From an optimization exercise on the open Yosys and OpenROAD flow, aimed at small area; shortcuts taken in it are not production practice. At most, simulation tests tie the RTL to the original design; equivalence was not proved. Power figures rest on the tool's default switching activity, not on a simulated workload.

==> v27: inputs <==
==> flow/design.v <==
`default_nettype none
package mips_pkg;
    localparam int data_w     = 32;
    localparam int reg_addr_w = 5;
    localparam logic [reg_addr_w-1:0] ra_reg      = 5'd31;   
    localparam logic [data_w-1:0]     link_offset = 32'd8;   
    localparam logic [data_w-1:0]     nop_instr   = '0;      
    typedef enum logic [5:0] {
        op_special = 6'b000000,
        op_jal     = 6'b000011,
        op_beq     = 6'b000100,
        op_bne     = 6'b000101,
        op_addi    = 6'b001000,
        op_andi    = 6'b001100,
        op_ori     = 6'b001101,
        op_lui     = 6'b001111,
        op_lb      = 6'b100000,
        op_lh      = 6'b100001,
        op_lw      = 6'b100011,
        op_sb      = 6'b101000,
        op_sh      = 6'b101001,
        op_sw      = 6'b101011
    } opcode_e;
    typedef enum logic [5:0] {
        funct_sll  = 6'b000000,
        funct_jr   = 6'b001000,
        funct_add  = 6'b100000,
        funct_sub  = 6'b100010,
        funct_and  = 6'b100100,
        funct_or   = 6'b100101,
        funct_slt  = 6'b101010,
        funct_sltu = 6'b101011
    } funct_e;
    typedef enum logic [1:0] {
        wb_alu     = 2'd0,
        wb_mem     = 2'd1,
        wb_pc_link = 2'd2
    } wb_src_e;
    typedef enum logic [1:0] {
        ld_word = 2'd0,
        ld_byte = 2'd1,
        ld_half = 2'd2,
        ld_none = 2'd3
    } load_kind_e;
endpackage
`default_nettype wire
`timescale 1ns/100ps
`default_nettype none
module m_w_reg (
    input  logic                          clk,
    input  logic                          reset,
    input  logic                          stall,
    input  logic                          flush,
    input  logic [mips_pkg::reg_addr_w-1:0] m_dest,
    input  logic [mips_pkg::data_w-1:0]   m_data,
    output logic [mips_pkg::reg_addr_w-1:0] w_dest,
    output logic [mips_pkg::data_w-1:0]   w_data
);
    always_ff @(posedge clk) begin
        if (reset || flush)   
            w_dest <= '0;
        else if (!stall)
            w_dest <= m_dest;
    end
    always_ff @(posedge clk) begin
        if (!stall)
            w_data <= m_data;
    end
endmodule
`default_nettype wire
`timescale 1ns/100ps
`default_nettype none
module cu_w (
    input  logic [mips_pkg::data_w-1:0]          instr,
    output logic [mips_pkg::reg_addr_w-1:0]       reg_addr,
    output logic                                  sel_mem,
    output logic                                  sel_link
);
    logic [5:0] op;
    logic [5:0] funct;
    logic       r_write;
    logic       rt_write;
    assign op    = instr[31:26];
    assign funct = instr[5:0];
    always_comb begin
        case (funct)
            mips_pkg::funct_add, mips_pkg::funct_sub,
            mips_pkg::funct_and, mips_pkg::funct_or,
            mips_pkg::funct_slt, mips_pkg::funct_sltu,
            mips_pkg::funct_sll:  r_write = (op == mips_pkg::op_special);
            default:              r_write = 1'b0;
        endcase
    end
    always_comb begin
        case (op)
            mips_pkg::op_ori, mips_pkg::op_andi,
            mips_pkg::op_addi, mips_pkg::op_lui,
            mips_pkg::op_lw, mips_pkg::op_lb,
            mips_pkg::op_lh:  rt_write = 1'b1;
            default:          rt_write = 1'b0;
        endcase
    end
    always_comb begin
        if (r_write)
            reg_addr = instr[15:11];
        else if (rt_write)
            reg_addr = instr[20:16];
        else if (op == mips_pkg::op_jal)
            reg_addr = mips_pkg::ra_reg;
        else
            reg_addr = '0;
    end
    assign sel_mem  = op[5];
    assign sel_link = ~op[5] & ~op[3] & op[1] & op[0];
endmodule
`default_nettype wire
`timescale 1ns/100ps
`default_nettype none
module wb_data_select (
    input  logic [mips_pkg::data_w-1:0]   instr,
    input  logic [mips_pkg::data_w-1:0]   pc,
    input  logic [mips_pkg::data_w-1:0]   alu_out,
    input  logic [mips_pkg::data_w-1:0]   dm_out,
    input  logic                          sel_mem,
    input  logic                          sel_link,
    output logic [mips_pkg::data_w-1:0]   wb_data
);
    logic [7:0]                  byte_lane;
    logic [15:0]                 half_lane;
    logic [mips_pkg::data_w-1:0] load_data;
    logic [mips_pkg::data_w-1:0] link;
    logic                        carry;
    assign half_lane = alu_out[1] ? dm_out[31:16] : dm_out[15:0];
    assign byte_lane = alu_out[0] ? half_lane[15:8] : half_lane[7:0];
    always_comb begin
        if (instr[27])
            load_data = dm_out;
        else if (instr[26])
            load_data = {{16{half_lane[15]}}, half_lane};
        else
            load_data = {{24{byte_lane[7]}}, byte_lane};
    end
    always_comb begin
        link[2:0] = pc[2:0];
        carry     = 1'b1;
        for (int i = 3; i < mips_pkg::data_w; i++) begin
            link[i] = pc[i] ^ carry;
            carry   = carry & pc[i];
        end
    end
    always_comb begin
        if (sel_mem)
            wb_data = load_data;
        else if (sel_link)
            wb_data = link;
        else
            wb_data = alu_out;
    end
endmodule
`default_nettype wire
`timescale 1ns/100ps
`default_nettype none
module reg_file (
    input  logic                            clk,
    input  logic                            reset,
    input  logic                            wr_en,
    input  logic [mips_pkg::reg_addr_w-1:0] wr_addr,
    input  logic [mips_pkg::data_w-1:0]     wr_data,
    input  logic [mips_pkg::reg_addr_w-1:0] rd_addr_a,
    input  logic [mips_pkg::reg_addr_w-1:0] rd_addr_b,
    output logic [mips_pkg::data_w-1:0]     rd_data_a,
    output logic [mips_pkg::data_w-1:0]     rd_data_b
);
    localparam int depth = 2 ** mips_pkg::reg_addr_w;
    logic [mips_pkg::data_w-1:0] regs [1:depth-1];
    logic [mips_pkg::data_w-1:0] wd;
    assign wd = reset ? '0 : wr_data;
    for (genvar i = 1; i < depth; i++) begin : g_reg
        logic en;
        assign en = reset | (wr_en & (wr_addr == i));
        always_ff @(posedge clk) begin
            if (en)
                regs[i] <= wd;
        end
    end
    logic [mips_pkg::data_w*(depth-1)-1:0] flat;
    for (genvar i = 1; i < depth; i++) begin : g_flat
        assign flat[mips_pkg::data_w*(i-1) +: mips_pkg::data_w] = regs[i];
    end
    read_port u_port_a (.addr(rd_addr_a), .regs(flat), .data(rd_data_a));
    read_port u_port_b (.addr(rd_addr_b), .regs(flat), .data(rd_data_b));
endmodule
`default_nettype wire
`default_nettype none
module read_port (
    input  logic [mips_pkg::reg_addr_w-1:0] addr,
    input  logic [mips_pkg::data_w*31-1:0]  regs,   
    output logic [mips_pkg::data_w-1:0]     data
);
    logic [31:0] sel;
    assign sel = 32'd1 << addr;
    for (genvar b = 0; b < mips_pkg::data_w; b++) begin : g_bit
        logic [10:0] grp_n;   
        for (genvar g = 0; g < 11; g++) begin : g_grp
            if (g < 10) begin : g_three
                aoi3 u_aoi (
                    .s0 (sel[3*g+1]), .d0 (regs[32*(3*g)+b]),
                    .s1 (sel[3*g+2]), .d1 (regs[32*(3*g+1)+b]),
                    .s2 (sel[3*g+3]), .d2 (regs[32*(3*g+2)+b]),
                    .y  (grp_n[g])
                );
            end else begin : g_one
                assign grp_n[g] = ~(sel[31] & regs[32*30+b]);
            end
        end
        assign data[b] = ~&grp_n;
    end
endmodule
module aoi3 (
    input  logic s0, d0, s1, d1, s2, d2,
    output logic y
);
    assign y = ~((s0 & d0) | (s1 & d1) | (s2 & d2));
endmodule
`default_nettype wire
`timescale 1ns/100ps
`default_nettype none
module wb_top (
    input  logic                            clk,
    input  logic                            reset,
    input  logic                            stall,
    input  logic                            flush,
    input  logic [mips_pkg::data_w-1:0]     m_instr,
    input  logic [mips_pkg::data_w-1:0]     m_pc,
    input  logic [mips_pkg::data_w-1:0]     m_alu_out,
    input  logic [mips_pkg::data_w-1:0]     m_dm_out,
    input  logic [mips_pkg::reg_addr_w-1:0] rs_addr,
    input  logic [mips_pkg::reg_addr_w-1:0] rt_addr,
    output logic [mips_pkg::data_w-1:0]     rs_data,
    output logic [mips_pkg::data_w-1:0]     rt_data,
    output logic [mips_pkg::reg_addr_w-1:0] w_fwd_addr,
    output logic [mips_pkg::data_w-1:0]     w_fwd_data
);
    logic [mips_pkg::reg_addr_w-1:0] m_dest;
    logic [mips_pkg::data_w-1:0]     m_data;
    logic                            sel_mem;
    logic                            sel_link;
    cu_w u_cu_w (
        .instr    (m_instr),
        .reg_addr (m_dest),
        .sel_mem  (sel_mem),
        .sel_link (sel_link)
    );
    wb_data_select u_wb_data_select (
        .instr    (m_instr),
        .pc       (m_pc),
        .alu_out  (m_alu_out),
        .dm_out   (m_dm_out),
        .sel_mem  (sel_mem),
        .sel_link (sel_link),
        .wb_data  (m_data)
    );
    m_w_reg u_m_w_reg (
        .clk    (clk),
        .reset  (reset),
        .stall  (stall),
        .flush  (flush),
        .m_dest (m_dest),
        .m_data (m_data),
        .w_dest (w_fwd_addr),
        .w_data (w_fwd_data)
    );
    reg_file u_reg_file (
        .clk       (clk),
        .reset     (reset),
        .wr_en     (~stall & ~flush),
        .wr_addr   (m_dest),
        .wr_data   (m_data),
        .rd_addr_a (rs_addr),
        .rd_addr_b (rt_addr),
        .rd_data_a (rs_data),
        .rd_data_b (rt_data)
    );
endmodule
`default_nettype wire
==> flow/flow/run.sh <==
#!/bin/bash
# Standard synthesis and layout, with two changes to the layout: the port
# buffers are the smallest buffer cell, and clock tree synthesis uses small
# clock buffers and adds no dummy loads.
set -euo pipefail
bash standard.sh synth > synth.log 2>&1
export BUFFER_PORTS_ARGS="-buffer_cell sky130_fd_sc_hd__buf_1"
export CTS_ARGS="-sink_clustering_enable -repair_clock_nets -dont_use_dummy_load -buf_list {sky130_fd_sc_hd__clkbuf_4 sky130_fd_sc_hd__clkbuf_8}"
bash standard.sh > layout.log 2>&1
==> flow/standard.sh <==
#!/bin/bash
# synth_recipe.tcl (not shown) runs the flow's synth.tcl, then flattens the netlist and writes it again
# the make line also repeats each setting of config.mk as NAME=value (left out here)
make -C /OpenROAD-flow-scripts/flow DESIGN_CONFIG=/design/flow/config.mk WORK_HOME=/design/flow/orfs CLKGATE_MAP_FILE= SYNTH_SCRIPT=/design/flow/synth_recipe.tcl "${@:-finish}"
==> flow/config.mk <==
export PLATFORM = sky130hd
export DESIGN_NAME = wb_top
export DESIGN_NICKNAME = wb_top
export VERILOG_FILES = /design/flow/design.v
export SDC_FILE = /design/flow/constraint.sdc
export NUM_CORES = 4
export LEC_CHECK = 0
export CAP_MARGIN = 20
export CORE_MARGIN = 2
export CORE_UTILIZATION = 45
export SLEW_MARGIN = 20
export SYNTH_HIERARCHICAL = 1
export SYNTH_MINIMUM_KEEP_SIZE = 0
==> flow/constraint.sdc <==
create_clock -name core_clock -period 7.0 [get_ports {clk}]
set_input_delay 1.4000 -clock core_clock [delete_from_list [all_inputs] [get_ports {clk}]]
set_output_delay 1.4000 -clock core_clock [all_outputs]
set_load 0.01 [all_outputs]
==> v15: changes against v27 <==
--- a/flow/design.v
+++ b/flow/design.v
@@ -131,3 +131,2 @@
     logic [mips_pkg::data_w-1:0] link;
-    logic                        carry;
     assign half_lane = alu_out[1] ? dm_out[31:16] : dm_out[15:0];
@@ -142,9 +141,5 @@
     end
-    always_comb begin
-        link[2:0] = pc[2:0];
-        carry     = 1'b1;
-        for (int i = 3; i < mips_pkg::data_w; i++) begin
-            link[i] = pc[i] ^ carry;
-            carry   = carry & pc[i];
-        end
+    assign link[3:0] = {~pc[3], pc[2:0]};
+    for (genvar i = 4; i < mips_pkg::data_w; i++) begin : g_link
+        assign link[i] = pc[i] ^ (&pc[i-1:3]);
     end
==> flow/flow/run.sh (replaced) <==
#!/bin/bash
# Standard synthesis and layout, with these changes to the layout: the port
# buffers are the smallest buffer cell, and clock tree synthesis clusters more
# flip-flops per leaf buffer, uses small clock buffers and adds no dummy loads.
set -euo pipefail
bash standard.sh synth > synth.log 2>&1
export BUFFER_PORTS_ARGS="-buffer_cell sky130_fd_sc_hd__buf_1"
export CTS_ARGS="-sink_clustering_enable -repair_clock_nets -dont_use_dummy_load -sink_clustering_size 15 -sink_clustering_max_diameter 60 -buf_list {sky130_fd_sc_hd__clkbuf_8}"
bash standard.sh > layout.log 2>&1
- CAP_MARGIN: 20 -> 0
- SLEW_MARGIN: 20 -> 0
==> summary.txt <==
item                                                                                             v15                       v27
Status                                                              no timing/DRC/antenna violations  no timing/DRC/antenna violations
P_clk                                                                                        2.96 mW                   4.19 mW
Part of the power in registers                                                                 64.9%                     58.8%
Max Freq                                                                                   172.5 MHz                 146.6 MHz
Total global-route track usage                                                                30.60%                    31.69%
Count of routing violations after the opening detailed-route iteration                          7377                      7787
Critical path destination                                                                 rs_data[0]   u_reg_file.regs[16][29]
Routability congestion estimate from global placement                                         0.9970                    0.8886
Reg2Reg Setup Slack                                                                          6.33 ns                   6.34 ns
Stage delay of the slowest cell on the critical path                                         0.72 ns                   0.63 ns
Sum of met3 wire segment lengths after detailed routing                                     19500 µm                  22190 µm
Area fraction in and, or, nand and nor cells after synthesis                                  5.901%                    5.417%
Category of the most critical setup path                                primary input to output port     primary input to flop
Cell-internal power                                                                         8.891 mW                  9.944 mW
Count of TritonRoute iterations in the first routing pass                                         14                        12
Wire length of the first global-routing pass                                               210800 µm                 216600 µm
Initial antenna violation count                                                                    8                         7
Headroom to the max-slew limit                                                                9.149%                    20.40%
Post-synth top area share                                                                     72.99%                    73.15%
Cell Count Post-Placement                                                                       3964                      3939
Resized Gates After CTS                                                                            0                         5
# nets final                                                                                    2945                      3034
Syn_area_per_cell                                                                          17.46 µm²                 17.74 µm²
Slowest-stage cell, CP                                                     sky130_fd_sc_hd__nand2b_1  sky130_fd_sc_hd__nor2b_4
TritonCTS buffer count                                                                            86                       166
Post-Route Hold Slack                                                                      0.5287 ns                 0.5351 ns
Core ar.                                                                                   93050 µm²                 92910 µm²
Only the layout flow was run in v27; the RTL was not checked for function there.

-- re-timing with driven ports --
Ports are ideal in the flow. The routed layouts listed here were re-timed in OpenROAD.
Step 1 (the two cells are an assumption about what drives the block):
set clk [get_ports {clk}]
set_driving_cell -lib_cell sky130_fd_sc_hd__clkbuf_16 $clk
set_driving_cell -lib_cell sky130_fd_sc_hd__buf_2 [delete_from_list [all_inputs] $clk]
Step 2, shift: input delay + t, output delay - t, t = (earliest + latest rising clock arrival at the registers) / 2. This alone moves slack from input paths to output paths.
Slacks: ideal / step 1 / step 2; pairs: ideal / step 1.
run	t, ns	slack for setup (ns)	hold WS [ns]
v27	0.865	0.177 / 0.218 / -0.647	0.535 / 0.535 / 0.535
v15	0.764	1.204 / 1.106 / 1.106	0.529 / 0.529 / 0.529
Met with ideal ports but missed after step 2: setup timing in v27. The setup slack of v27, which loses most, moves by +0.041 ns with the drivers and by -0.824 ns with both steps.
